What follows belongs to an exercise in optimizing a design on an open flow for small area, a short achievable clock period and few clock cycles; a production flow would make more cautious choices. In this exercise RTL edits were held to simulation tests only and were not proved equivalent to the original. Power is estimated from default activity; no workload was simulated.

===== flow/design.v =====
`default_nettype none
package fixed_arith_pkg;
  localparam int FIX_W  = 16;
  localparam int FRAC_W = 8;
  localparam int PROD_W = 32;  
  localparam logic [31:0] REG_OP_A      = 32'h00;
  localparam logic [31:0] REG_OP_B      = 32'h04;
  localparam logic [31:0] REG_SUM       = 32'h08;
  localparam logic [31:0] REG_PROD      = 32'h0C;
  localparam logic [31:0] REG_PROD_FULL = 32'h10;
  localparam logic [1:0] RESP_OKAY = 2'b00;
  typedef logic [FIX_W-1:0] fix_t;
  typedef struct packed {
    fix_t a;  
    fix_t b;  
  } fix_operands_t;
  typedef struct packed {
    fix_t sum;
    logic overflow;  
  } add_result_t;
  typedef struct packed {
    logic [PROD_W-1:0] full;
    fix_t              product;  
    logic              overflow;
    logic              precision_lost;
  } mul_result_t;
endpackage
`default_nettype wire
`default_nettype none
`timescale 1ns/10ps
module fixed_add_unit
(
  input  logic [fixed_arith_pkg::FIX_W-1:0] a,
  input  logic [fixed_arith_pkg::FIX_W-1:0] b,
  output fixed_arith_pkg::add_result_t      add_res
);
  assign {add_res.overflow, add_res.sum} = {1'b0, a} + {1'b0, b};
endmodule
`default_nettype wire
`default_nettype none
`timescale 1ns/10ps
module fixed_mul_unit
(
  input  logic        clk,
  input  logic [15:0] a,
  input  logic [15:0] b,
  input  logic [7:0]  bone,   
  input  logic [7:0]  btwo,   
  output logic [31:0] p,
  output logic        ovf,   
  output logic        prec   
);
  logic bo0, bt0, bn0, bp0_0, bp0_1, bp0_2, bp0_3, bp0_4, bp0_5, bp0_6;
  logic bp0_7, bp0_8, bp0_9, bp0_10, bp0_11, bp0_12, bp0_13, bp0_14, bp0_15, bp0_16;
  logic bs0, bo1, bt1, bn1, bp1_0, bp1_1, bp1_2, bp1_3, bp1_4, bp1_5;
  logic bp1_6, bp1_7, bp1_8, bp1_9, bp1_10, bp1_11, bp1_12, bp1_13, bp1_14, bp1_15;
  logic bp1_16, bs1, bo2, bt2, bn2, bp2_0, bp2_1, bp2_2, bp2_3, bp2_4;
  logic bp2_5, bp2_6, bp2_7, bp2_8, bp2_9, bp2_10, bp2_11, bp2_12, bp2_13, bp2_14;
  logic bp2_15, bp2_16, bs2, bo3, bt3, bn3, bp3_0, bp3_1, bp3_2, bp3_3;
  logic bp3_4, bp3_5, bp3_6, bp3_7, bp3_8, bp3_9, bp3_10, bp3_11, bp3_12, bp3_13;
  logic bp3_14, bp3_15, bp3_16, bs3, bo4, bt4, bn4, bp4_0, bp4_1, bp4_2;
  logic bp4_3, bp4_4, bp4_5, bp4_6, bp4_7, bp4_8, bp4_9, bp4_10, bp4_11, bp4_12;
  logic bp4_13, bp4_14, bp4_15, bp4_16, bs4, bo5, bt5, bn5, bp5_0, bp5_1;
  logic bp5_2, bp5_3, bp5_4, bp5_5, bp5_6, bp5_7, bp5_8, bp5_9, bp5_10, bp5_11;
  logic bp5_12, bp5_13, bp5_14, bp5_15, bp5_16, bs5, bo6, bt6, bn6, bp6_0;
  logic bp6_1, bp6_2, bp6_3, bp6_4, bp6_5, bp6_6, bp6_7, bp6_8, bp6_9, bp6_10;
  logic bp6_11, bp6_12, bp6_13, bp6_14, bp6_15, bp6_16, bs6, bo7, bt7, bn7;
  logic bp7_0, bp7_1, bp7_2, bp7_3, bp7_4, bp7_5, bp7_6, bp7_7, bp7_8, bp7_9;
  logic bp7_10, bp7_11, bp7_12, bp7_13, bp7_14, bp7_15, bp7_16, bs7, bp8_0, bp8_1;
  logic bp8_2, bp8_3, bp8_4, bp8_5, bp8_6, bp8_7, bp8_8, bp8_9, bp8_10, bp8_11;
  logic bp8_12, bp8_13, bp8_14, bp8_15, hs0, hc0, hs1, hc1, fs0, fc0;
  logic hs2, hc2, fs1, fc1, hs3, hc3, fs2, fc2, fs3, fc3;
  logic hs4, hc4, fs4, fc4, fs5, fc5, hs5, hc5, fs6, fc6;
  logic fs7, fc7, fs8, fc8, fs9, fc9, fs10, fc10, fs11, fc11;
  logic fs12, fc12, fs13, fc13, fs14, fc14, fs15, fc15, fs16, fc16;
  logic fs17, fc17, fs18, fc18, fs19, fc19, hs6, hc6, fs20, fc20;
  logic fs21, fc21, fs22, fc22, hs7, hc7, fs23, fc23, hs8, hc8;
  logic hs9, hc9, hs10, hc10, fs24, fc24, hs11, hc11, fs25, fc25;
  logic hs12, hc12, fs26, fc26, fs27, fc27, fs28, fc28, fs29, fc29;
  logic fs30, fc30, fs31, fc31, fs32, fc32, fs33, fc33, fs34, fc34;
  logic fs35, fc35, fs36, fc36, fs37, fc37, fs38, fc38, fs39, fc39;
  logic fs40, fc40, fs41, fc41, fs42, fc42, fs43, fc43, fs44, fc44;
  logic fs45, fc45, fs46, fc46, fs47, fc47, fs48, fc48, fs49, fc49;
  logic fs50, fc50, fs51, fc51, fs52, fc52, fs53, fc53, fs54, fc54;
  logic fs55, fc55, fs56, fc56, fs57, fc57, fs58, fc58, hs13, hc13;
  logic fs59, fc59, hs14, hc14, hs15, hc15, hs16, hc16, fs60, fc60;
  logic fs61, fc61, fs62, fc62, fs63, fc63, fs64, fc64, fs65, fc65;
  logic fs66, fc66, fs67, fc67, fs68, fc68, fs69, fc69, fs70, fc70;
  logic fs71, fc71, fs72, fc72, fs73, fc73, fs74, fc74, fs75, fc75;
  logic fs76, fc76, fs77, fc77, fs78, fc78, fs79, fc79, fs80, fc80;
  logic fs81, fc81, fs82, fc82, fs83, fc83, hs17, hc17, fs84, fc84;
  logic fs85, fc85, fs86, fc86, fs87, fc87, fs88, fc88, fs89, fc89;
  logic fs90, fc90;
  logic [31:0] r0_q;
  logic [31:0] r1_q;
  logic [31:0] r2_q;
  logic hs18, hc18, fs91, fc91, fs92, fc92, fs93, fc93, fs94, fc94;
  logic fs95, fc95, fs96, fc96, fs97, fc97, fs98, fc98, fs99, fc99;
  logic fs100, fc100, fs101, fc101, fs102, fc102, fs103, fc103, fs104, fc104;
  logic fs105, fc105, fs106, fc106, fs107, fc107, fs108, fc108, fs109, fc109;
  logic fs110, fc110, fs111, fc111, fs112, fc112;
  logic [31:0] x, y;
  assign bo0 = bone[0];
  assign bt0 = btwo[0];
  assign bn0 = b[1];
  assign bp0_0 = ((bo0 & a[0])) ^ bn0;
  assign bp0_1 = ((bo0 & a[1]) | (bt0 & a[0])) ^ bn0;
  assign bp0_2 = ((bo0 & a[2]) | (bt0 & a[1])) ^ bn0;
  assign bp0_3 = ((bo0 & a[3]) | (bt0 & a[2])) ^ bn0;
  assign bp0_4 = ((bo0 & a[4]) | (bt0 & a[3])) ^ bn0;
  assign bp0_5 = ((bo0 & a[5]) | (bt0 & a[4])) ^ bn0;
  assign bp0_6 = ((bo0 & a[6]) | (bt0 & a[5])) ^ bn0;
  assign bp0_7 = ((bo0 & a[7]) | (bt0 & a[6])) ^ bn0;
  assign bp0_8 = ((bo0 & a[8]) | (bt0 & a[7])) ^ bn0;
  assign bp0_9 = ((bo0 & a[9]) | (bt0 & a[8])) ^ bn0;
  assign bp0_10 = ((bo0 & a[10]) | (bt0 & a[9])) ^ bn0;
  assign bp0_11 = ((bo0 & a[11]) | (bt0 & a[10])) ^ bn0;
  assign bp0_12 = ((bo0 & a[12]) | (bt0 & a[11])) ^ bn0;
  assign bp0_13 = ((bo0 & a[13]) | (bt0 & a[12])) ^ bn0;
  assign bp0_14 = ((bo0 & a[14]) | (bt0 & a[13])) ^ bn0;
  assign bp0_15 = ((bo0 & a[15]) | (bt0 & a[14])) ^ bn0;
  assign bp0_16 = ((bt0 & a[15])) ^ bn0;
  assign bs0 = ~bn0;
  assign bo1 = bone[1];
  assign bt1 = btwo[1];
  assign bn1 = b[3];
  assign bp1_0 = ((bo1 & a[0])) ^ bn1;
  assign bp1_1 = ((bo1 & a[1]) | (bt1 & a[0])) ^ bn1;
  assign bp1_2 = ((bo1 & a[2]) | (bt1 & a[1])) ^ bn1;
  assign bp1_3 = ((bo1 & a[3]) | (bt1 & a[2])) ^ bn1;
  assign bp1_4 = ((bo1 & a[4]) | (bt1 & a[3])) ^ bn1;
  assign bp1_5 = ((bo1 & a[5]) | (bt1 & a[4])) ^ bn1;
  assign bp1_6 = ((bo1 & a[6]) | (bt1 & a[5])) ^ bn1;
  assign bp1_7 = ((bo1 & a[7]) | (bt1 & a[6])) ^ bn1;
  assign bp1_8 = ((bo1 & a[8]) | (bt1 & a[7])) ^ bn1;
  assign bp1_9 = ((bo1 & a[9]) | (bt1 & a[8])) ^ bn1;
  assign bp1_10 = ((bo1 & a[10]) | (bt1 & a[9])) ^ bn1;
  assign bp1_11 = ((bo1 & a[11]) | (bt1 & a[10])) ^ bn1;
  assign bp1_12 = ((bo1 & a[12]) | (bt1 & a[11])) ^ bn1;
  assign bp1_13 = ((bo1 & a[13]) | (bt1 & a[12])) ^ bn1;
  assign bp1_14 = ((bo1 & a[14]) | (bt1 & a[13])) ^ bn1;
  assign bp1_15 = ((bo1 & a[15]) | (bt1 & a[14])) ^ bn1;
  assign bp1_16 = ((bt1 & a[15])) ^ bn1;
  assign bs1 = ~bn1;
  assign bo2 = bone[2];
  assign bt2 = btwo[2];
  assign bn2 = b[5];
  assign bp2_0 = ((bo2 & a[0])) ^ bn2;
  assign bp2_1 = ((bo2 & a[1]) | (bt2 & a[0])) ^ bn2;
  assign bp2_2 = ((bo2 & a[2]) | (bt2 & a[1])) ^ bn2;
  assign bp2_3 = ((bo2 & a[3]) | (bt2 & a[2])) ^ bn2;
  assign bp2_4 = ((bo2 & a[4]) | (bt2 & a[3])) ^ bn2;
  assign bp2_5 = ((bo2 & a[5]) | (bt2 & a[4])) ^ bn2;
  assign bp2_6 = ((bo2 & a[6]) | (bt2 & a[5])) ^ bn2;
  assign bp2_7 = ((bo2 & a[7]) | (bt2 & a[6])) ^ bn2;
  assign bp2_8 = ((bo2 & a[8]) | (bt2 & a[7])) ^ bn2;
  assign bp2_9 = ((bo2 & a[9]) | (bt2 & a[8])) ^ bn2;
  assign bp2_10 = ((bo2 & a[10]) | (bt2 & a[9])) ^ bn2;
  assign bp2_11 = ((bo2 & a[11]) | (bt2 & a[10])) ^ bn2;
  assign bp2_12 = ((bo2 & a[12]) | (bt2 & a[11])) ^ bn2;
  assign bp2_13 = ((bo2 & a[13]) | (bt2 & a[12])) ^ bn2;
  assign bp2_14 = ((bo2 & a[14]) | (bt2 & a[13])) ^ bn2;
  assign bp2_15 = ((bo2 & a[15]) | (bt2 & a[14])) ^ bn2;
  assign bp2_16 = ((bt2 & a[15])) ^ bn2;
  assign bs2 = ~bn2;
  assign bo3 = bone[3];
  assign bt3 = btwo[3];
  assign bn3 = b[7];
  assign bp3_0 = ((bo3 & a[0])) ^ bn3;
  assign bp3_1 = ((bo3 & a[1]) | (bt3 & a[0])) ^ bn3;
  assign bp3_2 = ((bo3 & a[2]) | (bt3 & a[1])) ^ bn3;
  assign bp3_3 = ((bo3 & a[3]) | (bt3 & a[2])) ^ bn3;
  assign bp3_4 = ((bo3 & a[4]) | (bt3 & a[3])) ^ bn3;
  assign bp3_5 = ((bo3 & a[5]) | (bt3 & a[4])) ^ bn3;
  assign bp3_6 = ((bo3 & a[6]) | (bt3 & a[5])) ^ bn3;
  assign bp3_7 = ((bo3 & a[7]) | (bt3 & a[6])) ^ bn3;
  assign bp3_8 = ((bo3 & a[8]) | (bt3 & a[7])) ^ bn3;
  assign bp3_9 = ((bo3 & a[9]) | (bt3 & a[8])) ^ bn3;
  assign bp3_10 = ((bo3 & a[10]) | (bt3 & a[9])) ^ bn3;
  assign bp3_11 = ((bo3 & a[11]) | (bt3 & a[10])) ^ bn3;
  assign bp3_12 = ((bo3 & a[12]) | (bt3 & a[11])) ^ bn3;
  assign bp3_13 = ((bo3 & a[13]) | (bt3 & a[12])) ^ bn3;
  assign bp3_14 = ((bo3 & a[14]) | (bt3 & a[13])) ^ bn3;
  assign bp3_15 = ((bo3 & a[15]) | (bt3 & a[14])) ^ bn3;
  assign bp3_16 = ((bt3 & a[15])) ^ bn3;
  assign bs3 = ~bn3;
  assign bo4 = bone[4];
  assign bt4 = btwo[4];
  assign bn4 = b[9];
  assign bp4_0 = ((bo4 & a[0])) ^ bn4;
  assign bp4_1 = ((bo4 & a[1]) | (bt4 & a[0])) ^ bn4;
  assign bp4_2 = ((bo4 & a[2]) | (bt4 & a[1])) ^ bn4;
  assign bp4_3 = ((bo4 & a[3]) | (bt4 & a[2])) ^ bn4;
  assign bp4_4 = ((bo4 & a[4]) | (bt4 & a[3])) ^ bn4;
  assign bp4_5 = ((bo4 & a[5]) | (bt4 & a[4])) ^ bn4;
  assign bp4_6 = ((bo4 & a[6]) | (bt4 & a[5])) ^ bn4;
  assign bp4_7 = ((bo4 & a[7]) | (bt4 & a[6])) ^ bn4;
  assign bp4_8 = ((bo4 & a[8]) | (bt4 & a[7])) ^ bn4;
  assign bp4_9 = ((bo4 & a[9]) | (bt4 & a[8])) ^ bn4;
  assign bp4_10 = ((bo4 & a[10]) | (bt4 & a[9])) ^ bn4;
  assign bp4_11 = ((bo4 & a[11]) | (bt4 & a[10])) ^ bn4;
  assign bp4_12 = ((bo4 & a[12]) | (bt4 & a[11])) ^ bn4;
  assign bp4_13 = ((bo4 & a[13]) | (bt4 & a[12])) ^ bn4;
  assign bp4_14 = ((bo4 & a[14]) | (bt4 & a[13])) ^ bn4;
  assign bp4_15 = ((bo4 & a[15]) | (bt4 & a[14])) ^ bn4;
  assign bp4_16 = ((bt4 & a[15])) ^ bn4;
  assign bs4 = ~bn4;
  assign bo5 = bone[5];
  assign bt5 = btwo[5];
  assign bn5 = b[11];
  assign bp5_0 = ((bo5 & a[0])) ^ bn5;
  assign bp5_1 = ((bo5 & a[1]) | (bt5 & a[0])) ^ bn5;
  assign bp5_2 = ((bo5 & a[2]) | (bt5 & a[1])) ^ bn5;
  assign bp5_3 = ((bo5 & a[3]) | (bt5 & a[2])) ^ bn5;
  assign bp5_4 = ((bo5 & a[4]) | (bt5 & a[3])) ^ bn5;
  assign bp5_5 = ((bo5 & a[5]) | (bt5 & a[4])) ^ bn5;
  assign bp5_6 = ((bo5 & a[6]) | (bt5 & a[5])) ^ bn5;
  assign bp5_7 = ((bo5 & a[7]) | (bt5 & a[6])) ^ bn5;
  assign bp5_8 = ((bo5 & a[8]) | (bt5 & a[7])) ^ bn5;
  assign bp5_9 = ((bo5 & a[9]) | (bt5 & a[8])) ^ bn5;
  assign bp5_10 = ((bo5 & a[10]) | (bt5 & a[9])) ^ bn5;
  assign bp5_11 = ((bo5 & a[11]) | (bt5 & a[10])) ^ bn5;
  assign bp5_12 = ((bo5 & a[12]) | (bt5 & a[11])) ^ bn5;
  assign bp5_13 = ((bo5 & a[13]) | (bt5 & a[12])) ^ bn5;
  assign bp5_14 = ((bo5 & a[14]) | (bt5 & a[13])) ^ bn5;
  assign bp5_15 = ((bo5 & a[15]) | (bt5 & a[14])) ^ bn5;
  assign bp5_16 = ((bt5 & a[15])) ^ bn5;
  assign bs5 = ~bn5;
  assign bo6 = bone[6];
  assign bt6 = btwo[6];
  assign bn6 = b[13];
  assign bp6_0 = ((bo6 & a[0])) ^ bn6;
  assign bp6_1 = ((bo6 & a[1]) | (bt6 & a[0])) ^ bn6;
  assign bp6_2 = ((bo6 & a[2]) | (bt6 & a[1])) ^ bn6;
  assign bp6_3 = ((bo6 & a[3]) | (bt6 & a[2])) ^ bn6;
  assign bp6_4 = ((bo6 & a[4]) | (bt6 & a[3])) ^ bn6;
  assign bp6_5 = ((bo6 & a[5]) | (bt6 & a[4])) ^ bn6;
  assign bp6_6 = ((bo6 & a[6]) | (bt6 & a[5])) ^ bn6;
  assign bp6_7 = ((bo6 & a[7]) | (bt6 & a[6])) ^ bn6;
  assign bp6_8 = ((bo6 & a[8]) | (bt6 & a[7])) ^ bn6;
  assign bp6_9 = ((bo6 & a[9]) | (bt6 & a[8])) ^ bn6;
  assign bp6_10 = ((bo6 & a[10]) | (bt6 & a[9])) ^ bn6;
  assign bp6_11 = ((bo6 & a[11]) | (bt6 & a[10])) ^ bn6;
  assign bp6_12 = ((bo6 & a[12]) | (bt6 & a[11])) ^ bn6;
  assign bp6_13 = ((bo6 & a[13]) | (bt6 & a[12])) ^ bn6;
  assign bp6_14 = ((bo6 & a[14]) | (bt6 & a[13])) ^ bn6;
  assign bp6_15 = ((bo6 & a[15]) | (bt6 & a[14])) ^ bn6;
  assign bp6_16 = ((bt6 & a[15])) ^ bn6;
  assign bs6 = ~bn6;
  assign bo7 = bone[7];
  assign bt7 = btwo[7];
  assign bn7 = b[15];
  assign bp7_0 = ((bo7 & a[0])) ^ bn7;
  assign bp7_1 = ((bo7 & a[1]) | (bt7 & a[0])) ^ bn7;
  assign bp7_2 = ((bo7 & a[2]) | (bt7 & a[1])) ^ bn7;
  assign bp7_3 = ((bo7 & a[3]) | (bt7 & a[2])) ^ bn7;
  assign bp7_4 = ((bo7 & a[4]) | (bt7 & a[3])) ^ bn7;
  assign bp7_5 = ((bo7 & a[5]) | (bt7 & a[4])) ^ bn7;
  assign bp7_6 = ((bo7 & a[6]) | (bt7 & a[5])) ^ bn7;
  assign bp7_7 = ((bo7 & a[7]) | (bt7 & a[6])) ^ bn7;
  assign bp7_8 = ((bo7 & a[8]) | (bt7 & a[7])) ^ bn7;
  assign bp7_9 = ((bo7 & a[9]) | (bt7 & a[8])) ^ bn7;
  assign bp7_10 = ((bo7 & a[10]) | (bt7 & a[9])) ^ bn7;
  assign bp7_11 = ((bo7 & a[11]) | (bt7 & a[10])) ^ bn7;
  assign bp7_12 = ((bo7 & a[12]) | (bt7 & a[11])) ^ bn7;
  assign bp7_13 = ((bo7 & a[13]) | (bt7 & a[12])) ^ bn7;
  assign bp7_14 = ((bo7 & a[14]) | (bt7 & a[13])) ^ bn7;
  assign bp7_15 = ((bo7 & a[15]) | (bt7 & a[14])) ^ bn7;
  assign bp7_16 = ((bt7 & a[15])) ^ bn7;
  assign bs7 = ~bn7;
  assign bp8_0 = a[0] & b[15];
  assign bp8_1 = a[1] & b[15];
  assign bp8_2 = a[2] & b[15];
  assign bp8_3 = a[3] & b[15];
  assign bp8_4 = a[4] & b[15];
  assign bp8_5 = a[5] & b[15];
  assign bp8_6 = a[6] & b[15];
  assign bp8_7 = a[7] & b[15];
  assign bp8_8 = a[8] & b[15];
  assign bp8_9 = a[9] & b[15];
  assign bp8_10 = a[10] & b[15];
  assign bp8_11 = a[11] & b[15];
  assign bp8_12 = a[12] & b[15];
  assign bp8_13 = a[13] & b[15];
  assign bp8_14 = a[14] & b[15];
  assign bp8_15 = a[15] & b[15];
  assign hs0 = bn5 ^ bp0_10;
  assign hc0 = bn5 & bp0_10;
  assign hs1 = bp0_11 ^ bp1_9;
  assign hc1 = bp0_11 & bp1_9;
  fixed_fa u_fs0 (.x(bn6), .y(bp0_12), .z(bp1_10), .s(fs0), .c(fc0));
  assign hs2 = bp2_8 ^ bp3_6;
  assign hc2 = bp2_8 & bp3_6;
  fixed_fa u_fs1 (.x(bp0_13), .y(bp1_11), .z(bp2_9), .s(fs1), .c(fc1));
  assign hs3 = bp3_7 ^ bp4_5;
  assign hc3 = bp3_7 & bp4_5;
  fixed_fa u_fs2 (.x(bn7), .y(bp0_14), .z(bp1_12), .s(fs2), .c(fc2));
  fixed_fa u_fs3 (.x(bp2_10), .y(bp3_8), .z(bp4_6), .s(fs3), .c(fc3));
  assign hs4 = bp5_4 ^ bp6_2;
  assign hc4 = bp5_4 & bp6_2;
  fixed_fa u_fs4 (.x(bp0_15), .y(bp1_13), .z(bp2_11), .s(fs4), .c(fc4));
  fixed_fa u_fs5 (.x(bp3_9), .y(bp4_7), .z(bp5_5), .s(fs5), .c(fc5));
  assign hs5 = bp6_3 ^ bp7_1;
  assign hc5 = bp6_3 & bp7_1;
  fixed_fa u_fs6 (.x(bp8_0), .y(bp0_16), .z(bp1_14), .s(fs6), .c(fc6));
  fixed_fa u_fs7 (.x(bp2_12), .y(bp3_10), .z(bp4_8), .s(fs7), .c(fc7));
  fixed_fa u_fs8 (.x(bp5_6), .y(bp6_4), .z(bp7_2), .s(fs8), .c(fc8));
  fixed_fa u_fs9 (.x(bn0), .y(bp8_1), .z(bp1_15), .s(fs9), .c(fc9));
  fixed_fa u_fs10 (.x(bp2_13), .y(bp3_11), .z(bp4_9), .s(fs10), .c(fc10));
  fixed_fa u_fs11 (.x(bp5_7), .y(bp6_5), .z(bp7_3), .s(fs11), .c(fc11));
  fixed_fa u_fs12 (.x(bn0), .y(bp8_2), .z(bp1_16), .s(fs12), .c(fc12));
  fixed_fa u_fs13 (.x(bp2_14), .y(bp3_12), .z(bp4_10), .s(fs13), .c(fc13));
  fixed_fa u_fs14 (.x(bp5_8), .y(bp6_6), .z(bp7_4), .s(fs14), .c(fc14));
  fixed_fa u_fs15 (.x(bs0), .y(bs1), .z(bp8_3), .s(fs15), .c(fc15));
  fixed_fa u_fs16 (.x(bp2_15), .y(bp3_13), .z(bp4_11), .s(fs16), .c(fc16));
  fixed_fa u_fs17 (.x(bp5_9), .y(bp6_7), .z(bp7_5), .s(fs17), .c(fc17));
  fixed_fa u_fs18 (.x(1'b1), .y(bp8_4), .z(bp2_16), .s(fs18), .c(fc18));
  fixed_fa u_fs19 (.x(bp3_14), .y(bp4_12), .z(bp5_10), .s(fs19), .c(fc19));
  assign hs6 = bp6_8 ^ bp7_6;
  assign hc6 = bp6_8 & bp7_6;
  fixed_fa u_fs20 (.x(bs2), .y(bp8_5), .z(bp3_15), .s(fs20), .c(fc20));
  fixed_fa u_fs21 (.x(bp4_13), .y(bp5_11), .z(bp6_9), .s(fs21), .c(fc21));
  fixed_fa u_fs22 (.x(1'b1), .y(bp8_6), .z(bp3_16), .s(fs22), .c(fc22));
  assign hs7 = bp4_14 ^ bp5_12;
  assign hc7 = bp4_14 & bp5_12;
  fixed_fa u_fs23 (.x(bs3), .y(bp8_7), .z(bp4_15), .s(fs23), .c(fc23));
  assign hs8 = 1'b1 ^ bp8_8;
  assign hc8 = 1'b1 & bp8_8;
  assign hs9 = bn3 ^ bp0_6;
  assign hc9 = bn3 & bp0_6;
  assign hs10 = bp0_7 ^ bp1_5;
  assign hc10 = bp0_7 & bp1_5;
  fixed_fa u_fs24 (.x(bn4), .y(bp0_8), .z(bp1_6), .s(fs24), .c(fc24));
  assign hs11 = bp2_4 ^ bp3_2;
  assign hc11 = bp2_4 & bp3_2;
  fixed_fa u_fs25 (.x(bp0_9), .y(bp1_7), .z(bp2_5), .s(fs25), .c(fc25));
  assign hs12 = bp3_3 ^ bp4_1;
  assign hc12 = bp3_3 & bp4_1;
  fixed_fa u_fs26 (.x(bp1_8), .y(bp2_6), .z(bp3_4), .s(fs26), .c(fc26));
  fixed_fa u_fs27 (.x(bp4_2), .y(bp5_0), .z(hs0), .s(fs27), .c(fc27));
  fixed_fa u_fs28 (.x(bp2_7), .y(bp3_5), .z(bp4_3), .s(fs28), .c(fc28));
  fixed_fa u_fs29 (.x(bp5_1), .y(hc0), .z(hs1), .s(fs29), .c(fc29));
  fixed_fa u_fs30 (.x(bp4_4), .y(bp5_2), .z(bp6_0), .s(fs30), .c(fc30));
  fixed_fa u_fs31 (.x(hc1), .y(hs2), .z(fs0), .s(fs31), .c(fc31));
  fixed_fa u_fs32 (.x(bp5_3), .y(bp6_1), .z(hc2), .s(fs32), .c(fc32));
  fixed_fa u_fs33 (.x(hs3), .y(fc0), .z(fs1), .s(fs33), .c(fc33));
  fixed_fa u_fs34 (.x(bp7_0), .y(hc3), .z(hs4), .s(fs34), .c(fc34));
  fixed_fa u_fs35 (.x(fc1), .y(fs2), .z(fs3), .s(fs35), .c(fc35));
  fixed_fa u_fs36 (.x(hc4), .y(hs5), .z(fc2), .s(fs36), .c(fc36));
  fixed_fa u_fs37 (.x(fc3), .y(fs4), .z(fs5), .s(fs37), .c(fc37));
  fixed_fa u_fs38 (.x(hc5), .y(fc4), .z(fc5), .s(fs38), .c(fc38));
  fixed_fa u_fs39 (.x(fs6), .y(fs7), .z(fs8), .s(fs39), .c(fc39));
  fixed_fa u_fs40 (.x(fc6), .y(fc7), .z(fc8), .s(fs40), .c(fc40));
  fixed_fa u_fs41 (.x(fs9), .y(fs10), .z(fs11), .s(fs41), .c(fc41));
  fixed_fa u_fs42 (.x(fc9), .y(fc10), .z(fc11), .s(fs42), .c(fc42));
  fixed_fa u_fs43 (.x(fs12), .y(fs13), .z(fs14), .s(fs43), .c(fc43));
  fixed_fa u_fs44 (.x(fs15), .y(fc12), .z(fc13), .s(fs44), .c(fc44));
  fixed_fa u_fs45 (.x(fc14), .y(fs16), .z(fs17), .s(fs45), .c(fc45));
  fixed_fa u_fs46 (.x(fc15), .y(hs6), .z(fc16), .s(fs46), .c(fc46));
  fixed_fa u_fs47 (.x(fc17), .y(fs18), .z(fs19), .s(fs47), .c(fc47));
  fixed_fa u_fs48 (.x(bp7_7), .y(hc6), .z(fc18), .s(fs48), .c(fc48));
  fixed_fa u_fs49 (.x(fc19), .y(fs20), .z(fs21), .s(fs49), .c(fc49));
  fixed_fa u_fs50 (.x(bp6_10), .y(bp7_8), .z(hs7), .s(fs50), .c(fc50));
  fixed_fa u_fs51 (.x(fc20), .y(fc21), .z(fs22), .s(fs51), .c(fc51));
  fixed_fa u_fs52 (.x(bp5_13), .y(bp6_11), .z(bp7_9), .s(fs52), .c(fc52));
  fixed_fa u_fs53 (.x(hc7), .y(fc22), .z(fs23), .s(fs53), .c(fc53));
  fixed_fa u_fs54 (.x(hs8), .y(bp4_16), .z(bp5_14), .s(fs54), .c(fc54));
  fixed_fa u_fs55 (.x(bp6_12), .y(bp7_10), .z(fc23), .s(fs55), .c(fc55));
  fixed_fa u_fs56 (.x(bs4), .y(bp8_9), .z(hc8), .s(fs56), .c(fc56));
  fixed_fa u_fs57 (.x(bp5_15), .y(bp6_13), .z(bp7_11), .s(fs57), .c(fc57));
  fixed_fa u_fs58 (.x(1'b1), .y(bp8_10), .z(bp5_16), .s(fs58), .c(fc58));
  assign hs13 = bp6_14 ^ bp7_12;
  assign hc13 = bp6_14 & bp7_12;
  fixed_fa u_fs59 (.x(bs5), .y(bp8_11), .z(bp6_15), .s(fs59), .c(fc59));
  assign hs14 = 1'b1 ^ bp8_12;
  assign hc14 = 1'b1 & bp8_12;
  assign hs15 = bn2 ^ bp0_4;
  assign hc15 = bn2 & bp0_4;
  assign hs16 = bp0_5 ^ bp1_3;
  assign hc16 = bp0_5 & bp1_3;
  fixed_fa u_fs60 (.x(bp1_4), .y(bp2_2), .z(bp3_0), .s(fs60), .c(fc60));
  fixed_fa u_fs61 (.x(bp2_3), .y(bp3_1), .z(hc9), .s(fs61), .c(fc61));
  fixed_fa u_fs62 (.x(bp4_0), .y(hc10), .z(hs11), .s(fs62), .c(fc62));
  fixed_fa u_fs63 (.x(hc11), .y(hs12), .z(fc24), .s(fs63), .c(fc63));
  fixed_fa u_fs64 (.x(hc12), .y(fc25), .z(fs26), .s(fs64), .c(fc64));
  fixed_fa u_fs65 (.x(fc26), .y(fs28), .z(fc27), .s(fs65), .c(fc65));
  fixed_fa u_fs66 (.x(fc28), .y(fs30), .z(fc29), .s(fs66), .c(fc66));
  fixed_fa u_fs67 (.x(fc30), .y(fs32), .z(fc31), .s(fs67), .c(fc67));
  fixed_fa u_fs68 (.x(fc32), .y(fs34), .z(fc33), .s(fs68), .c(fc68));
  fixed_fa u_fs69 (.x(fc34), .y(fc35), .z(fs36), .s(fs69), .c(fc69));
  fixed_fa u_fs70 (.x(fc36), .y(fc37), .z(fs38), .s(fs70), .c(fc70));
  fixed_fa u_fs71 (.x(fc38), .y(fc39), .z(fs40), .s(fs71), .c(fc71));
  fixed_fa u_fs72 (.x(fc40), .y(fc41), .z(fs42), .s(fs72), .c(fc72));
  fixed_fa u_fs73 (.x(fc42), .y(fc43), .z(fs44), .s(fs73), .c(fc73));
  fixed_fa u_fs74 (.x(fc44), .y(fc45), .z(fs46), .s(fs74), .c(fc74));
  fixed_fa u_fs75 (.x(fc46), .y(fc47), .z(fs48), .s(fs75), .c(fc75));
  fixed_fa u_fs76 (.x(fs50), .y(fc48), .z(fc49), .s(fs76), .c(fc76));
  fixed_fa u_fs77 (.x(fs52), .y(fc50), .z(fc51), .s(fs77), .c(fc77));
  fixed_fa u_fs78 (.x(fc52), .y(fs54), .z(fc53), .s(fs78), .c(fc78));
  fixed_fa u_fs79 (.x(fs56), .y(fc54), .z(fs57), .s(fs79), .c(fc79));
  fixed_fa u_fs80 (.x(fc56), .y(hs13), .z(fc57), .s(fs80), .c(fc80));
  fixed_fa u_fs81 (.x(bp7_13), .y(hc13), .z(fc58), .s(fs81), .c(fc81));
  fixed_fa u_fs82 (.x(hs14), .y(bp6_16), .z(bp7_14), .s(fs82), .c(fc82));
  fixed_fa u_fs83 (.x(bs6), .y(bp8_13), .z(hc14), .s(fs83), .c(fc83));
  assign hs17 = 1'b1 ^ bp8_14;
  assign hc17 = 1'b1 & bp8_14;
  fixed_fa u_fs84 (.x(bn1), .y(bp0_2), .z(bp1_0), .s(fs84), .c(fc84));
  fixed_fa u_fs85 (.x(fs58), .y(fc79), .z(fs80), .s(fs85), .c(fc85));
  fixed_fa u_fs86 (.x(fs59), .y(fc80), .z(fs81), .s(fs86), .c(fc86));
  fixed_fa u_fs87 (.x(fc59), .y(fs82), .z(fc81), .s(fs87), .c(fc87));
  fixed_fa u_fs88 (.x(bp7_15), .y(fs83), .z(fc82), .s(fs88), .c(fc88));
  fixed_fa u_fs89 (.x(hs17), .y(bp7_16), .z(fc83), .s(fs89), .c(fc89));
  fixed_fa u_fs90 (.x(bs7), .y(bp8_15), .z(hc17), .s(fs90), .c(fc90));
  always_ff @(posedge clk)
  begin
    r0_q[0] <= bn0;
    r1_q[0] <= bp0_0;
    r0_q[1] <= bp0_1;
    r0_q[2] <= fs84;
    r0_q[3] <= bp0_3;
    r1_q[3] <= bp1_1;
    r2_q[3] <= fc84;
    r0_q[4] <= bp1_2;
    r1_q[4] <= bp2_0;
    r2_q[4] <= hs15;
    r0_q[5] <= bp2_1;
    r1_q[5] <= hc15;
    r2_q[5] <= hs16;
    r0_q[6] <= hc16;
    r1_q[6] <= hs9;
    r2_q[6] <= fs60;
    r0_q[7] <= hs10;
    r1_q[7] <= fc60;
    r2_q[7] <= fs61;
    r0_q[8] <= fs24;
    r1_q[8] <= fc61;
    r2_q[8] <= fs62;
    r0_q[9] <= fs25;
    r1_q[9] <= fc62;
    r2_q[9] <= fs63;
    r0_q[10] <= fs27;
    r1_q[10] <= fc63;
    r2_q[10] <= fs64;
    r0_q[11] <= fs29;
    r1_q[11] <= fc64;
    r2_q[11] <= fs65;
    r0_q[12] <= fs31;
    r1_q[12] <= fc65;
    r2_q[12] <= fs66;
    r0_q[13] <= fs33;
    r1_q[13] <= fc66;
    r2_q[13] <= fs67;
    r0_q[14] <= fs35;
    r1_q[14] <= fc67;
    r2_q[14] <= fs68;
    r0_q[15] <= fs37;
    r1_q[15] <= fc68;
    r2_q[15] <= fs69;
    r0_q[16] <= fs39;
    r1_q[16] <= fc69;
    r2_q[16] <= fs70;
    r0_q[17] <= fs41;
    r1_q[17] <= fc70;
    r2_q[17] <= fs71;
    r0_q[18] <= fs43;
    r1_q[18] <= fc71;
    r2_q[18] <= fs72;
    r0_q[19] <= fs45;
    r1_q[19] <= fc72;
    r2_q[19] <= fs73;
    r0_q[20] <= fs47;
    r1_q[20] <= fc73;
    r2_q[20] <= fs74;
    r0_q[21] <= fs49;
    r1_q[21] <= fc74;
    r2_q[21] <= fs75;
    r0_q[22] <= fs51;
    r1_q[22] <= fc75;
    r2_q[22] <= fs76;
    r0_q[23] <= fs53;
    r1_q[23] <= fc76;
    r2_q[23] <= fs77;
    r0_q[24] <= fs55;
    r1_q[24] <= fc77;
    r2_q[24] <= fs78;
    r0_q[25] <= fc55;
    r1_q[25] <= fs79;
    r2_q[25] <= fc78;
    r0_q[26] <= fs85;
    r0_q[27] <= fc85;
    r1_q[27] <= fs86;
    r0_q[28] <= fc86;
    r1_q[28] <= fs87;
    r0_q[29] <= fs88;
    r1_q[29] <= fc87;
    r0_q[30] <= fs89;
    r1_q[30] <= fc88;
    r0_q[31] <= fs90;
    r1_q[31] <= fc89;
  end
  assign r1_q[1] = 1'b0;
  assign r1_q[2] = 1'b0;
  assign r1_q[26] = 1'b0;
  assign r2_q[0] = 1'b0;
  assign r2_q[1] = 1'b0;
  assign r2_q[2] = 1'b0;
  assign r2_q[26] = 1'b0;
  assign r2_q[27] = 1'b0;
  assign r2_q[28] = 1'b0;
  assign r2_q[29] = 1'b0;
  assign r2_q[30] = 1'b0;
  assign r2_q[31] = 1'b0;
  assign hs18 = r0_q[3] ^ r1_q[3];
  assign hc18 = r0_q[3] & r1_q[3];
  fixed_fa u_fs91 (.x(r0_q[4]), .y(r1_q[4]), .z(r2_q[4]), .s(fs91), .c(fc91));
  fixed_fa u_fs92 (.x(r0_q[5]), .y(r1_q[5]), .z(r2_q[5]), .s(fs92), .c(fc92));
  fixed_fa u_fs93 (.x(r0_q[6]), .y(r1_q[6]), .z(r2_q[6]), .s(fs93), .c(fc93));
  fixed_fa u_fs94 (.x(r0_q[7]), .y(r1_q[7]), .z(r2_q[7]), .s(fs94), .c(fc94));
  fixed_fa u_fs95 (.x(r0_q[8]), .y(r1_q[8]), .z(r2_q[8]), .s(fs95), .c(fc95));
  fixed_fa u_fs96 (.x(r0_q[9]), .y(r1_q[9]), .z(r2_q[9]), .s(fs96), .c(fc96));
  fixed_fa u_fs97 (.x(r0_q[10]), .y(r1_q[10]), .z(r2_q[10]), .s(fs97), .c(fc97));
  fixed_fa u_fs98 (.x(r0_q[11]), .y(r1_q[11]), .z(r2_q[11]), .s(fs98), .c(fc98));
  fixed_fa u_fs99 (.x(r0_q[12]), .y(r1_q[12]), .z(r2_q[12]), .s(fs99), .c(fc99));
  fixed_fa u_fs100 (.x(r0_q[13]), .y(r1_q[13]), .z(r2_q[13]), .s(fs100), .c(fc100));
  fixed_fa u_fs101 (.x(r0_q[14]), .y(r1_q[14]), .z(r2_q[14]), .s(fs101), .c(fc101));
  fixed_fa u_fs102 (.x(r0_q[15]), .y(r1_q[15]), .z(r2_q[15]), .s(fs102), .c(fc102));
  fixed_fa u_fs103 (.x(r0_q[16]), .y(r1_q[16]), .z(r2_q[16]), .s(fs103), .c(fc103));
  fixed_fa u_fs104 (.x(r0_q[17]), .y(r1_q[17]), .z(r2_q[17]), .s(fs104), .c(fc104));
  fixed_fa u_fs105 (.x(r0_q[18]), .y(r1_q[18]), .z(r2_q[18]), .s(fs105), .c(fc105));
  fixed_fa u_fs106 (.x(r0_q[19]), .y(r1_q[19]), .z(r2_q[19]), .s(fs106), .c(fc106));
  fixed_fa u_fs107 (.x(r0_q[20]), .y(r1_q[20]), .z(r2_q[20]), .s(fs107), .c(fc107));
  fixed_fa u_fs108 (.x(r0_q[21]), .y(r1_q[21]), .z(r2_q[21]), .s(fs108), .c(fc108));
  fixed_fa u_fs109 (.x(r0_q[22]), .y(r1_q[22]), .z(r2_q[22]), .s(fs109), .c(fc109));
  fixed_fa u_fs110 (.x(r0_q[23]), .y(r1_q[23]), .z(r2_q[23]), .s(fs110), .c(fc110));
  fixed_fa u_fs111 (.x(r0_q[24]), .y(r1_q[24]), .z(r2_q[24]), .s(fs111), .c(fc111));
  fixed_fa u_fs112 (.x(r0_q[25]), .y(r1_q[25]), .z(r2_q[25]), .s(fs112), .c(fc112));
  assign x[0] = r0_q[0];
  assign y[0] = r1_q[0];
  assign x[1] = r0_q[1];
  assign y[1] = 1'b0;
  assign x[2] = r0_q[2];
  assign y[2] = 1'b0;
  assign x[3] = r2_q[3];
  assign y[3] = hs18;
  assign x[4] = hc18;
  assign y[4] = fs91;
  assign x[5] = fc91;
  assign y[5] = fs92;
  assign x[6] = fc92;
  assign y[6] = fs93;
  assign x[7] = fc93;
  assign y[7] = fs94;
  assign x[8] = fc94;
  assign y[8] = fs95;
  assign x[9] = fc95;
  assign y[9] = fs96;
  assign x[10] = fc96;
  assign y[10] = fs97;
  assign x[11] = fc97;
  assign y[11] = fs98;
  assign x[12] = fc98;
  assign y[12] = fs99;
  assign x[13] = fc99;
  assign y[13] = fs100;
  assign x[14] = fc100;
  assign y[14] = fs101;
  assign x[15] = fc101;
  assign y[15] = fs102;
  assign x[16] = fc102;
  assign y[16] = fs103;
  assign x[17] = fc103;
  assign y[17] = fs104;
  assign x[18] = fc104;
  assign y[18] = fs105;
  assign x[19] = fc105;
  assign y[19] = fs106;
  assign x[20] = fc106;
  assign y[20] = fs107;
  assign x[21] = fc107;
  assign y[21] = fs108;
  assign x[22] = fc108;
  assign y[22] = fs109;
  assign x[23] = fc109;
  assign y[23] = fs110;
  assign x[24] = fc110;
  assign y[24] = fs111;
  assign x[25] = fc111;
  assign y[25] = fs112;
  assign x[26] = r0_q[26];
  assign y[26] = fc112;
  assign x[27] = r0_q[27];
  assign y[27] = r1_q[27];
  assign x[28] = r0_q[28];
  assign y[28] = r1_q[28];
  assign x[29] = r0_q[29];
  assign y[29] = r1_q[29];
  assign x[30] = r0_q[30];
  assign y[30] = r1_q[30];
  assign x[31] = r0_q[31];
  assign y[31] = r1_q[31];
  logic [7:0]  z;
  assign p = x + y;
  assign z[0] = p[24];
  assign z[7:1] = (x[31:25] ^ y[31:25]) ^ (x[30:24] | y[30:24]);
  assign ovf  = |z;
  assign prec = |p[7:0];
endmodule
`default_nettype wire
`default_nettype none
module fixed_fa
(
  input  logic x,
  input  logic y,
  input  logic z,
  output logic s,
  output logic c
);
  assign s = x ^ y ^ z;
  assign c = (x & y) | (x & z) | (y & z);
endmodule
`default_nettype wire
`default_nettype none
`timescale 1ns/10ps
module axil_fixed_regs
#(
  parameter int ADDR_W = 5
)
(
  input  logic              clk,
  input  logic              rst_n,
  input  logic [ADDR_W-1:0] awaddr,
  input  logic              awvalid,
  output logic              awready,
  input  logic [31:0]       wdata,
  input  logic [3:0]        wstrb,
  input  logic              wvalid,
  output logic              wready,
  output logic [1:0]        bresp,
  output logic              bvalid,
  input  logic              bready,
  input  logic [ADDR_W-1:0] araddr,
  input  logic              arvalid,
  output logic              arready,
  output logic [31:0]       rdata,
  output logic [1:0]        rresp,
  output logic              rvalid,
  input  logic              rready,
  output fixed_arith_pkg::fix_operands_t operands,
  output logic [7:0]        b_one,      
  output logic [7:0]        b_two,      
  input  fixed_arith_pkg::add_result_t   add_res,
  input  logic [fixed_arith_pkg::PROD_W-1:0] prod,
  input  logic              prod_ovf,   
  input  logic              prod_prec   
);
  logic        wr_fire;
  logic        wr_op_a;
  logic        wr_op_b;
  logic        wr_op_q;
  logic        wr_b_lo;
  logic        wr_b_hi;
  logic [15:0] b_next;
  logic [16:0] bw;        
  logic [16:0] bn;        
  logic [7:0]  one_w;
  logic [7:0]  two_w;
  logic        one_n4;
  logic        two_n4;
  logic        rd_fire;
  logic [31:0] rd_map;
  assign awready = ~bvalid;
  assign wready  = ~bvalid;
  assign wr_fire = awvalid & wvalid & ~bvalid;
  assign wr_op_a = wr_fire & (awaddr[ADDR_W-1:2] == fixed_arith_pkg::REG_OP_A[ADDR_W-1:2]);
  assign wr_op_b = wr_fire & (awaddr[ADDR_W-1:2] == fixed_arith_pkg::REG_OP_B[ADDR_W-1:2]);
  assign bresp   = fixed_arith_pkg::RESP_OKAY;
  assign wr_b_lo = wr_op_b & wstrb[0];
  assign wr_b_hi = wr_op_b & wstrb[1];
  assign b_next  = {wr_b_hi ? wdata[15:8] : operands.b[15:8], wr_b_lo ? wdata[7:0] : operands.b[7:0]};
  assign bw      = {wdata[15:0], 1'b0};
  assign bn      = {b_next, 1'b0};
  always_comb
  begin
    for (int k = 0; k < 8; k++)
    begin
      one_w[k] = bw[2*k+1] ^ bw[2*k];
      two_w[k] = bw[2*k+2] ? ~(bw[2*k+1] | bw[2*k]) : (bw[2*k+1] & bw[2*k]);
    end
  end
  assign one_n4 = bn[9] ^ bn[8];
  assign two_n4 = bn[10] ? ~(bn[9] | bn[8]) : (bn[9] & bn[8]);
  always_ff @(posedge clk or negedge rst_n)
  begin
    if (!rst_n)
    begin
      bvalid   <= 1'b0;
      wr_op_q  <= 1'b0;
      operands <= '0;
      b_one    <= '0;
      b_two    <= '0;
    end
    else
    begin
      if (wr_fire)
        bvalid <= 1'b1;
      else if (bready)
        bvalid <= 1'b0;
      wr_op_q <= wr_op_a | wr_op_b;
      if (wr_op_a & wstrb[0]) operands.a[7:0]  <= wdata[7:0];
      if (wr_op_a & wstrb[1]) operands.a[15:8] <= wdata[15:8];
      if (wr_op_b & wstrb[0]) operands.b[7:0]  <= wdata[7:0];
      if (wr_op_b & wstrb[1]) operands.b[15:8] <= wdata[15:8];
      if (wr_b_lo)
      begin
        b_one[3:0] <= one_w[3:0];
        b_two[3:0] <= two_w[3:0];
      end
      if (wr_b_hi)
      begin
        b_one[7:5] <= one_w[7:5];
        b_two[7:5] <= two_w[7:5];
      end
      if (wr_b_lo | wr_b_hi)
      begin
        b_one[4] <= one_n4;
        b_two[4] <= two_n4;
      end
    end
  end
  assign arready = ~rvalid & ~wr_op_q;
  assign rd_fire = arvalid & arready;
  assign rresp   = fixed_arith_pkg::RESP_OKAY;
  always_comb
  begin
    case (araddr[ADDR_W-1:2])
      3'd2:    rd_map = {15'd0, add_res.overflow, add_res.sum};
      3'd3:    rd_map = {14'd0, prod_prec, prod_ovf, prod[23:8]};
      3'd4:    rd_map = prod;
      default: rd_map = 32'd0;  
    endcase
  end
  always_ff @(posedge clk or negedge rst_n)
  begin
    if (!rst_n)
      rvalid <= 1'b0;
    else if (rd_fire)
      rvalid <= 1'b1;
    else if (rready)
      rvalid <= 1'b0;
  end
  always_ff @(posedge clk)
  begin
    if (!rvalid)
      rdata <= rd_map;
  end
endmodule
`default_nettype wire
`default_nettype none
`timescale 1ns/10ps
module fixed_arith_top
#(
  parameter int ADDR_W = 5
)
(
  input  logic              clk,
  input  logic              rst_n,
  input  logic [ADDR_W-1:0] awaddr,
  input  logic              awvalid,
  output logic              awready,
  input  logic [31:0]       wdata,
  input  logic [3:0]        wstrb,
  input  logic              wvalid,
  output logic              wready,
  output logic [1:0]        bresp,
  output logic              bvalid,
  input  logic              bready,
  input  logic [ADDR_W-1:0] araddr,
  input  logic              arvalid,
  output logic              arready,
  output logic [31:0]       rdata,
  output logic [1:0]        rresp,
  output logic              rvalid,
  input  logic              rready
);
  fixed_arith_pkg::fix_operands_t     operands;
  fixed_arith_pkg::add_result_t       add_res;
  logic [fixed_arith_pkg::PROD_W-1:0] prod;
  logic                               prod_ovf;
  logic [7:0]                         b_one;
  logic [7:0]                         b_two;
  logic                               prod_prec;
  axil_fixed_regs #(
    .ADDR_W (ADDR_W)
  ) u_regs (
    .clk       (clk),
    .rst_n     (rst_n),
    .awaddr    (awaddr),
    .awvalid   (awvalid),
    .awready   (awready),
    .wdata     (wdata),
    .wstrb     (wstrb),
    .wvalid    (wvalid),
    .wready    (wready),
    .bresp     (bresp),
    .bvalid    (bvalid),
    .bready    (bready),
    .araddr    (araddr),
    .arvalid   (arvalid),
    .arready   (arready),
    .rdata     (rdata),
    .rresp     (rresp),
    .rvalid    (rvalid),
    .rready    (rready),
    .operands  (operands),
    .b_one     (b_one),
    .b_two     (b_two),
    .add_res   (add_res),
    .prod      (prod),
    .prod_ovf  (prod_ovf),
    .prod_prec (prod_prec)
  );
  fixed_add_unit u_add (
    .a       (operands.a),
    .b       (operands.b),
    .add_res (add_res)
  );
  fixed_mul_unit u_mul (
    .clk (clk),
    .a   (operands.a),
    .b    (operands.b),
    .bone (b_one),
    .btwo (b_two),
    .p    (prod),
    .ovf  (prod_ovf),
    .prec (prod_prec)
  );
endmodule
`default_nettype wire

===== flow/flow/run.sh =====
#!/bin/bash
# The standard layout, with the smallest plain buffer on each port in
# place of the delay buffer ORFS's buffer_ports picks by default.
set -o pipefail
bash standard.sh BUFFER_PORTS_ARGS="-buffer_cell sky130_fd_sc_hd__buf_1" finish > standard.log 2>&1

===== flow/standard.sh =====
#!/bin/bash
# synth_recipe.tcl (not shown) runs the flow's synth.tcl, then flattens the netlist and writes it again
# the make line also repeats each setting of config.mk as NAME=value (left out here)
make -C /OpenROAD-flow-scripts/flow DESIGN_CONFIG=/design/flow/config.mk WORK_HOME=/design/flow/orfs CLKGATE_MAP_FILE= SYNTH_SCRIPT=/design/flow/synth_recipe.tcl "${@:-finish}"

===== flow/config.mk =====
export PLATFORM = sky130hd
export DESIGN_NAME = fixed_arith_top
export DESIGN_NICKNAME = fixed_arith_top
export VERILOG_FILES = /design/flow/design.v
export SDC_FILE = /design/flow/constraint.sdc
export NUM_CORES = 4
export LEC_CHECK = 0
export CAP_MARGIN = 20
export CORE_MARGIN = 2
export CORE_UTILIZATION = 40
export SETUP_SLACK_MARGIN = 2.5
export SLEW_MARGIN = 20
export SYNTH_HIERARCHICAL = 1
export SYNTH_MINIMUM_KEEP_SIZE = 0

===== flow/constraint.sdc =====
create_clock -name core_clock -period 5.5 [get_ports {clk}]
set_input_delay 1.1000 -clock core_clock [delete_from_list [all_inputs] [get_ports {clk}]]
set_output_delay 1.1000 -clock core_clock [all_outputs]
set_load 0.01 [all_outputs]

==> results of run 1 <==
## state kept, by name, indices dropped and copies added (netlist names)
| signal | flops |
|---|---|
| u_mul.r0_q | 32 |
| u_mul.r1_q | 29 |
| u_mul.r2_q | 23 |
| u_regs.b_one | 8 |
| u_regs.b_two | 8 |
| u_regs.bvalid | 1 |
| u_regs.operands | 31 |
| u_regs.rdata | 32 |
| u_regs.rvalid | 1 |
| u_regs.wr_op_q | 1 |
## Yosys stat by module (local to each module, per instance), excerpt
| module | times used | area (sq um) | cells | flops+latches |
|---|---|---|---|---|
| fixed_mul_unit | 1 | 6550 | 770 | 84 |
| fixed_fa | 113 | 20.0 | 1 | 0 |
| fixed_add_unit | 1 | 856 | 110 | 0 |
## layout by cell type (no fill, tap or decap), types with 7 or more instances in the layout
master | Yosys | routed
sky130_fd_sc_hd__a21o_1 | 16 | 16
sky130_fd_sc_hd__clkbuf_16 | 0 | 17
sky130_fd_sc_hd__buf_1 | 3 | 66
sky130_fd_sc_hd__nor4_1 | 8 | 8
sky130_fd_sc_hd__edfxtp_1 | 32 | 32
sky130_fd_sc_hd__dfrtp_2 | 0 | 25
sky130_fd_sc_hd__dfxtp_1 | 84 | 83
sky130_fd_sc_hd__o211ai_1 | 10 | 10
sky130_fd_sc_hd__ha_2 | 0 | 7
sky130_fd_sc_hd__ha_1 | 81 | 68
sky130_fd_sc_hd__a21oi_1 | 34 | 33
sky130_fd_sc_hd__inv_1 | 53 | 53
sky130_fd_sc_hd__nor3_1 | 7 | 7
sky130_fd_sc_hd__dfrtp_1 | 50 | 25
sky130_fd_sc_hd__o21ai_1 | 5 | 9
sky130_fd_sc_hd__mux2_2 | 24 | 24
sky130_fd_sc_hd__a211oi_1 | 9 | 8
sky130_fd_sc_hd__and2_1 | 31 | 31
sky130_fd_sc_hd__nand2_1 | 96 | 96
sky130_fd_sc_hd__nand4_1 | 10 | 10
sky130_fd_sc_hd__conb_1 | 2 | 7
sky130_fd_sc_hd__a22oi_1 | 120 | 120
sky130_fd_sc_hd__fa_1 | 114 | 114
sky130_fd_sc_hd__nand3_1 | 11 | 10
sky130_fd_sc_hd__nor2_1 | 21 | 21
sky130_fd_sc_hd__mux2i_1 | 25 | 24
sky130_fd_sc_hd__xor2_1 | 23 | 23
sky130_fd_sc_hd__and3_1 | 10 | 10
sky130_fd_sc_hd__o21ai_0 | 53 | 48
sky130_fd_sc_hd__xnor2_1 | 157 | 155
sky130_fd_sc_hd__buf_4 | 6 | 23
## what timing repair did
item | 4_1_cts | 5_1_grt
resized for setup | 21 | 40
pin swaps | 6 | 21
hold endpoints to repair | 0 | 0
setup buffers | 3 | 5
endpoints found under the setup margin | 16 | 35
## stage by stage
stage	hold WS, ns	instances	total power [W]	setup slack, ns	instance area, sq um
floorplan	0.445	1301	0.00659	2.57	13400
global placement	0.464	1707	0.00818	2.37	13800
detailed placement	0.481	1707	0.00828	2.27	13800
CTS	0.497	1742	0.00962	2.46	14500
global route	0.536	1747	0.0108	2.39	14600
finish	0.492	1747	0.0100	2.46	14600
## cell type report
type | count | area share [%]
Multi-Input combinational cell | 964 | 61.2
Sequential cell | 166 | 26.8
Tap cell | 442 | 3.78
Clock buffer | 17 | 2.90
Timing Repair Buffer | 90 | 2.90
Inverter | 53 | 1.36
Clock inverter | 15 | 1.06
## critical path, cell delays in order, from the launching register on
cell and delay, ns:
sky130_fd_sc_hd__dfxtp_2 0.32, sky130_fd_sc_hd__fa_1 0.60, sky130_fd_sc_hd__ha_4 0.24, sky130_fd_sc_hd__a21o_1 0.23, sky130_fd_sc_hd__a221oi_4 0.42, sky130_fd_sc_hd__o211a_1 0.24
sky130_fd_sc_hd__o211ai_1 0.20, sky130_fd_sc_hd__a31o_1 0.29, sky130_fd_sc_hd__xor2_1 0.13, sky130_fd_sc_hd__and2_1 0.13
## kinds of logic (layout without fill, tap and decap cells)
kind of cell,count (synthesis),count (layout),share of synthesized area (%)
flops,166,166,29.1
simple gates,223,223,8.59
mux,49,49,3.89
compound gates,310,310,16.7
other cells,2,7,0.0561
buf+inv,171,175,5.26
xor+xnor,180,180,11.8
fa+ha+maj,195,195,24.6
## path summary, 6_finish.rpt
check | end | slack [ns] | cells after the start
setup / recovery | u_regs.rdata[30] | 2.46 | 9
hold / removal | u_regs.operands[11] | 0.49 | 2
setup reg to reg | u_regs.rdata[30] | 2.46 | 9
hold reg to reg | u_regs.operands[11] | 0.49 | 2
max in group asynchronous | u_regs.b_two[1] | 4.26 | 2
min in group asynchronous | u_regs.b_two[6] | 0.76 | 2
## power by group
group	total, W	switching, W	internal (W)
registers	0.00226	0.000499	0.00176
clock network	0.00119	0.000580	0.000606
logic	0.00655	0.00376	0.00279
## layer usage
metal | global-route usage (%) | routed length [microns] | up-vias
met3 | 2.96 | 2350 | 39
met5 | 0 | 0 | -
met2 | 31.4 | 15700 | 385
li1 | - | - | 4514
met4 | 5.40 | 530 | 0
met1 | 28.9 | 16400 | 4848
==> implementation parameters, run 1 <==
Parameter                              Value

Timing
  Fin. max-slew vios ... 0
  Post-route minimum period ... 3.04 ns
  Skew final ... 0.0206 ns
  Count of final setup violators ... 0
  Worst slew slack as a fraction of its limit ... 44.6%
  Transition at the pin with the smallest max-transition slack ... 0.831 ns
  Max frequency ... 328 MHz
  Post-route clock period utilization ... 55.4%
  Fin. Hold Viols ... 0
  Final setup TNS ... 0 ns
  Unrepaired setup endpoints after global routing ... yes

Worst hold path
  Kind of path behind the tightest hold check ... flop to flop
  Hold Crit Start ... u_regs.operands[11]

Clocking
  Clock tree buffer depth ... 2
  Number of clock sinks seen by CTS ... 166
  Number of buffers inserted for hold repair after clock tree synthesis ... 0
  Root buffer selected by CTS ... sky130_fd_sc_hd__clkbuf_16
  Clock tree from TritonCTS ... done
  Clock network latency to the later pin of the worst-skew pair ... 0.45 ns
  H-tree depth ... 4
  Clock transition at the register clock pins on the worst setup and hold paths after CTS ... 0.07 ns
  Number of buffers inserted during clock tree synthesis ... 17

Routing
  Residual DRC count ... 0
  Overall routed net length ... 35.0 mm
  Number of routed nets with antenna violations ... 0
  Routed wirelength normalized by instance count ... 20.0 microns
  Number of detailed-routing iterations run before antenna repair ... 5
  Vias per cell ... 5.60
  Starting DRT DRC Count ... 922
  Total number of vias ... 9786

Floorplanning
  Die Ht ... 187 microns
  Number of I/O pins ... 94
  Die area ... 34900 sq um
  Die width ... 187 microns
  Total core area ... 32700 sq um
  Initial standard-cell utilization of the core ... 40.9%
  Count of standard-cell rows ... 66

Layout
  Fraction of final layout cells sized beyond drive strength 1 ... 12.1%
  Final core utilization ... 44.8%
  Sequential cell area ... 3930 sq um
  Synthesis-to-finish area growth ... 9.52%
  Number of diodes ... 0
  Multi-input combinational cell area ... 8960 sq um
  Total Nets Final ... 1540
  Number of filler cells placed in the layout ... 3105

Synth
  Top cell type's share of synthesized area ... 17.1%
  Cell variety after synth ... 78
  Mean instance size in the synthesized netlist ... 10.3 sq um
  Most used DFF post-synth ... sky130_fd_sc_hd__dfxtp_1
  Post-synthesis instance area ... 13400 sq um
  Most area-consuming cells after synthesis ... sky130_fd_sc_hd__fa_1, sky130_fd_sc_hd__dfxtp_1, sky130_fd_sc_hd__xnor2_1
  Number of synthesized flops with an enable pin ... 32
  Fraction of the yosys area taken by sequential cells ... 29.1%
  Yosys synthesis warning count ... 20
  Cell types with the highest counts after synthesis ... sky130_fd_sc_hd__xnor2_1, sky130_fd_sc_hd__a22oi_1, sky130_fd_sc_hd__fa_1, sky130_fd_sc_hd__nand2_1, sky130_fd_sc_hd__dfxtp_1
  Share of flip-flops with an asynchronous set or reset ... 30.1%
  Cell count after synthesis ... 1296
  Flop and latch count out of synthesis ... 166
  Count leader, synth ... sky130_fd_sc_hd__xnor2_1
  Largest area contributor in the synthesized netlist ... sky130_fd_sc_hd__fa_1

Pwr
  Power per cell area ... 683 nW/um^2
  Largest vdd supply drop ... 0.301 mV
  Leakage power of the design ... 5.94 nW

GRT
  Leftover overflow at the end of global routing ... 0
  Number of antenna violations at the first check in global routing ... 0
  Global-route wire length before repair ... 55.3 mm
  GRT Resource Usage Total ... 20.0%
  Vias in the first global route ... 9850
  Pin count of the biggest net entering global routing ... 51

Worst setup path
  Data arrival time of the critical path ... 3.24 ns
  Required time at the worst-slack endpoint ... 5.70 ns
  Crit Reg-Reg Startpoint ... u_mul.r0_q[4]
  Critical path peak fanout ... 6
  Critical Path End Type ... flop
  Startpoint type of the worst setup path ... flop
  Crit Path Category ... flop to flop
  Start point of the critical path ... u_mul.r0_q[4]

Place
  Number of buffers added on ports ... 67
  Detailed Place HPWL ... 24.3 mm
  Placer Congestion ... 0.839

Flow run
  Max-capacitance violation count ... 0

Run status
  Outcome ... complete, no violations
Testbench counts, summed over its fixed seeds: cycles 7,706.
==> run 2, diff against run 1 <==
--- a/flow/config.mk
+++ b/flow/config.mk
@@ -8,6 +8,7 @@
 export CAP_MARGIN = 20
 export CORE_MARGIN = 2
 export CORE_UTILIZATION = 40
+export CTS_BUF_LIST = sky130_fd_sc_hd__clkbuf_4 sky130_fd_sc_hd__clkbuf_8
 export SETUP_SLACK_MARGIN = 2.5
 export SLEW_MARGIN = 20
 export SYNTH_HIERARCHICAL = 1
==> run 2 against run 1 <==
Largest cell class unchanged. Still clean on timing, DRC and antenna. Area after synthesis unchanged. Largest power group unchanged. Global-route usage is essentially flat. Clock power down 26%. Critical endpoint is now u_regs.rdata[16]. Core utilization decreased by 0.35 points.
==> implementation parameters, run 2 <==
Parameter                              Value

Pwr
  Reported net switching power ... 0.00485 W
  Leakage power of the design ... 5.87 nW
  Largest vdd supply drop ... 0.262 mV
  Fraction of power spent switching nets ... 49.3%
  Clock network fraction of design power ... 9.0%
  Gate power share ... 68.1%
  Sequential group share of total power ... 22.9%
  Power per cell area ... 677 nW/um^2
  Internal power contribution ... 0.00498 W

Timing
  Unrepaired setup endpoints after global routing ... yes
  Final setup TNS ... 0 ns
  Fin. max-slew vios ... 0
  Count of final setup violators ... 0
  Skew final ... 0.0232 ns
  Fin. Hold Viols ... 0
  Hold Worst Slack ... 0.499 ns
  Transition at the pin with the smallest max-transition slack ... 0.825 ns
  Post-route clock period utilization ... 55.3%
  Post-route minimum period ... 3.04 ns
  Max frequency ... 329 MHz
  Worst slew slack as a fraction of its limit ... 45.0%

Synth
  Most used DFF post-synth ... sky130_fd_sc_hd__dfxtp_1
  Flop and latch count out of synthesis ... 166
  Number of synthesized flops with an enable pin ... 32
  Largest area contributor in the synthesized netlist ... sky130_fd_sc_hd__fa_1
  Most area-consuming cells after synthesis ... sky130_fd_sc_hd__fa_1, sky130_fd_sc_hd__dfxtp_1, sky130_fd_sc_hd__xnor2_1
  Fraction of the yosys area taken by sequential cells ... 29.1%
  Cell count after synthesis ... 1296
  Count leader, synth ... sky130_fd_sc_hd__xnor2_1
  Yosys synthesis warning count ... 20
  Mean instance size in the synthesized netlist ... 10.3 sq um
  Top cell type's share of synthesized area ... 17.1%
  Cell variety after synth ... 78
  Cell types with the highest counts after synthesis ... sky130_fd_sc_hd__xnor2_1, sky130_fd_sc_hd__a22oi_1, sky130_fd_sc_hd__fa_1, sky130_fd_sc_hd__nand2_1, sky130_fd_sc_hd__dfxtp_1
  Post-synthesis instance area ... 13400 sq um
  Share of flip-flops with an asynchronous set or reset ... 30.1%

Place
  Placer Congestion ... 0.839
  Number of buffers added on ports ... 67
  Detailed Place HPWL ... 24.3 mm

Routing
  Residual DRC count ... 0
  Routed wirelength normalized by instance count ... 19.9 microns
  Overall routed net length ... 34.9 mm
  Total number of vias ... 9814
  Number of detailed-routing iterations run before antenna repair ... 5
  Starting DRT DRC Count ... 904
  Number of routed nets with antenna violations ... 0
  Vias per cell ... 5.61

Clocking
  Clock network latency to the later pin of the worst-skew pair ... 0.48 ns
  Number of clock sinks seen by CTS ... 166
  Clock tree buffer depth ... 2
  Clock tree from TritonCTS ... done
  Number of buffers inserted during clock tree synthesis ... 17
  Root buffer selected by CTS ... sky130_fd_sc_hd__clkbuf_8
  H-tree depth ... 4
  Clock transition at the register clock pins on the worst setup and hold paths after CTS ... 0.10 ns

Floorplanning
  Initial standard-cell utilization of the core ... 40.9%
  Die Ht ... 187 microns
  Die area ... 34900 sq um
  Count of standard-cell rows ... 66
  Total core area ... 32700 sq um
  Number of I/O pins ... 94
  Die width ... 187 microns

GRT
  Vias in the first global route ... 9794
  Number of antenna violations at the first check in global routing ... 0
  Pin count of the biggest net entering global routing ... 51
  GRT Resource Usage Total ... 20.0%
  Global-route wire length before repair ... 55.3 mm
  Leftover overflow at the end of global routing ... 0

Worst setup path
  Startpoint type of the worst setup path ... flop
  Critical Path End Type ... flop
  R2R depth ... 10
  Crit Path Category ... flop to flop
  Crit Reg-Reg Startpoint ... u_mul.r0_q[4]
  Register-to-register setup slack ... 2.46 ns
  FF-to-FF End ... u_regs.rdata[16]
  Data arrival time of the critical path ... 3.23 ns
  Critical path peak fanout ... 6
  Required time at the worst-slack endpoint ... 5.69 ns

Layout
  Synthesis-to-finish area growth ... 8.67%
  Most common library cell in the layout ignoring fill and taps ... sky130_fd_sc_hd__xnor2_1
  Registers with the most flip-flops ... u_mul.r0_q (32), u_regs.rdata (32), u_regs.operands (31)
  Number of filler cells placed in the layout ... 3104
  Fraction of final layout cells sized beyond drive strength 1 ... 12.7%
  Total Nets Final ... 1542
  Number of diodes ... 0
  Leading cell types in the layout, fill and taps excluded ... sky130_fd_sc_hd__xnor2_1, sky130_fd_sc_hd__a22oi_1, sky130_fd_sc_hd__fa_1, sky130_fd_sc_hd__nand2_1, sky130_fd_sc_hd__dfxtp_1

Worst hold path
  Hold endpoint ... u_regs.operands[11]
  Kind of path behind the tightest hold check ... flop to flop
  Hold Crit Start ... u_regs.operands[11]
  Worst hold stages ... 2

Flow run
  Max-capacitance violation count ... 0

Run status
  Outcome ... complete, no violations
==> run 2: changes by cell type in the layout (fill, tap and decap cells not counted), moves of 3 or more <==
cell,before,now
sky130_fd_sc_hd__ha_4,6,9
sky130_fd_sc_hd__clkbuf_8,0,17
sky130_fd_sc_hd__clkbuf_16,17,0
sky130_fd_sc_hd__ha_2,7,3
==> run 2: power groups by stage <==
stage	clock network [W]	logic (W)	registers (W)
final	0.000881	0.00670	0.00226
after global routing	0.000951	0.00734	0.00231
after CTS	0.000900	0.00621	0.00224
after detailed placement	0	0.00602	0.00227
after global placement	0	0.00593	0.00225
after floorplan	0	0.00458	0.00201
==> run 2: final cells by class <==
| cell class | count | area (sq um) | share of cell area [%] |
|---|---|---|---|
| Clock buffer | 17 | 234 | 1.61 |
| Clock inverter | 15 | 155 | 1.07 |
| Inverter | 53 | 199 | 1.37 |
| Multi-Input combinational cell | 964 | 9030 | 62.1 |
| Sequential cell | 166 | 3930 | 27.0 |
| Tap cell | 442 | 553 | 3.80 |
| Timing Repair Buffer | 92 | 440 | 3.03 |
==> run 2: layer usage <==
layer	wire (microns)	track usage, %
met5	0	0
met3	2300	3.17
met2	15700	31.0
met4	511	5.31
met1	16400	29.1
==> run 2: critical path, stage by stage (launching register included) <==
cell	delay, ns
sky130_fd_sc_hd__dfxtp_2	0.33
sky130_fd_sc_hd__fa_1	0.60
sky130_fd_sc_hd__ha_4	0.24
sky130_fd_sc_hd__a21o_1	0.23
sky130_fd_sc_hd__a221oi_4	0.42
sky130_fd_sc_hd__o211ai_2	0.19
sky130_fd_sc_hd__nand2_1	0.15
sky130_fd_sc_hd__o221ai_2	0.15
sky130_fd_sc_hd__mux2i_2	0.19
sky130_fd_sc_hd__mux2i_1	0.16
sky130_fd_sc_hd__o21ai_0	0.10
==> run 2: how the worst max path moves through the flow <==
stage / startpoint / slack (ns) / depth (start not counted) / end
finish: u_mul.r0_q[4] / 2.46 / 10 / u_regs.rdata[16]
global route: u_mul.r0_q[4] / 2.40 / 10 / u_regs.rdata[12]
CTS: u_mul.r1_q[10] / 2.45 / 10 / u_regs.rdata[16]
detailed placement: u_mul.r1_q[10] / 2.27 / 10 / u_regs.rdata[16]
global placement: u_mul.r1_q[4] / 2.37 / 10 / u_regs.rdata[16]
floorplan: u_regs.operands[13] / 2.57 / 6 / u_mul.r2_q[18]
==> run 2: cells by family (layout without fill, tap and decap cells) <==
group                      Yosys count  after routing  synth area share, %
muxes                               49             49                 3.89
DFF                                166            166                 29.1
other                                2              7               0.0561
xor gates and xnor gates           180            180                 11.8
buffers and inverters              171            177                 5.26
AOI/OAI and AO/OA                  310            310                 16.7
adders and majority gates          195            195                 24.6
and+or+nand+nor                    223            223                 8.59
==> run 2: stage by stage <==
stage	setup slack, ns	util (%)	instances	power (W)	cell area, sq um
after floorplan	2.57	-	1301	0.00659	13400
after global placement	2.37	42.2	1707	0.00818	13800
after detailed placement	2.27	42.2	1707	0.00828	13800
after CTS	2.45	43.8	1742	0.00935	14300
after global routing	2.40	44.4	1749	0.0106	14500
final	2.46	44.4	1749	0.00984	14500
==> run 2: per-module statistics from Yosys, one instance, submodules excluded, a selection <==
module | times used | flops+latches | cells inside
fixed_mul_unit | 1 | 84 | 770
fixed_add_unit | 1 | 0 | 110
fixed_fa | 113 | 0 | 1
==> run 2: what timing repair did <==
action / 4_1_cts / 5_1_grt
pin swaps: 7 / 19
endpoints found under the setup margin: 19 / 35
resized for setup: 22 / 50
buffers inserted: 3 / 7
hold buffers: 0 / 0

-- what the ideal ports hide --
The flow's constraints put no driver on any port. The routed layouts listed below were extracted and timed again, unchanged, in two steps.
Step 1: set_driving_cell puts a clkbuf_16 on clk and a buf_2 on each other input, an assumption about the parent block.
Step 2 adds t to the input delays and takes it off the output delays; t is the mean of the earliest and latest rising clock arrival at the registers after step 1. Input paths then give back, and output paths get back, about the clock's delay inside the block.
a / b / c = ideal ports / drivers / drivers and shift; a / b = the first two.
run | t (ns) | setup slack, ns | worst data-port slew with drivers (ns)
run 1 | 0.483 | 2.456 / 2.456 / 2.456 | 0.04
run 2 | 0.518 | 2.460 / 2.460 / 2.460 | 0.04
After both steps every run listed still meets setup and hold.
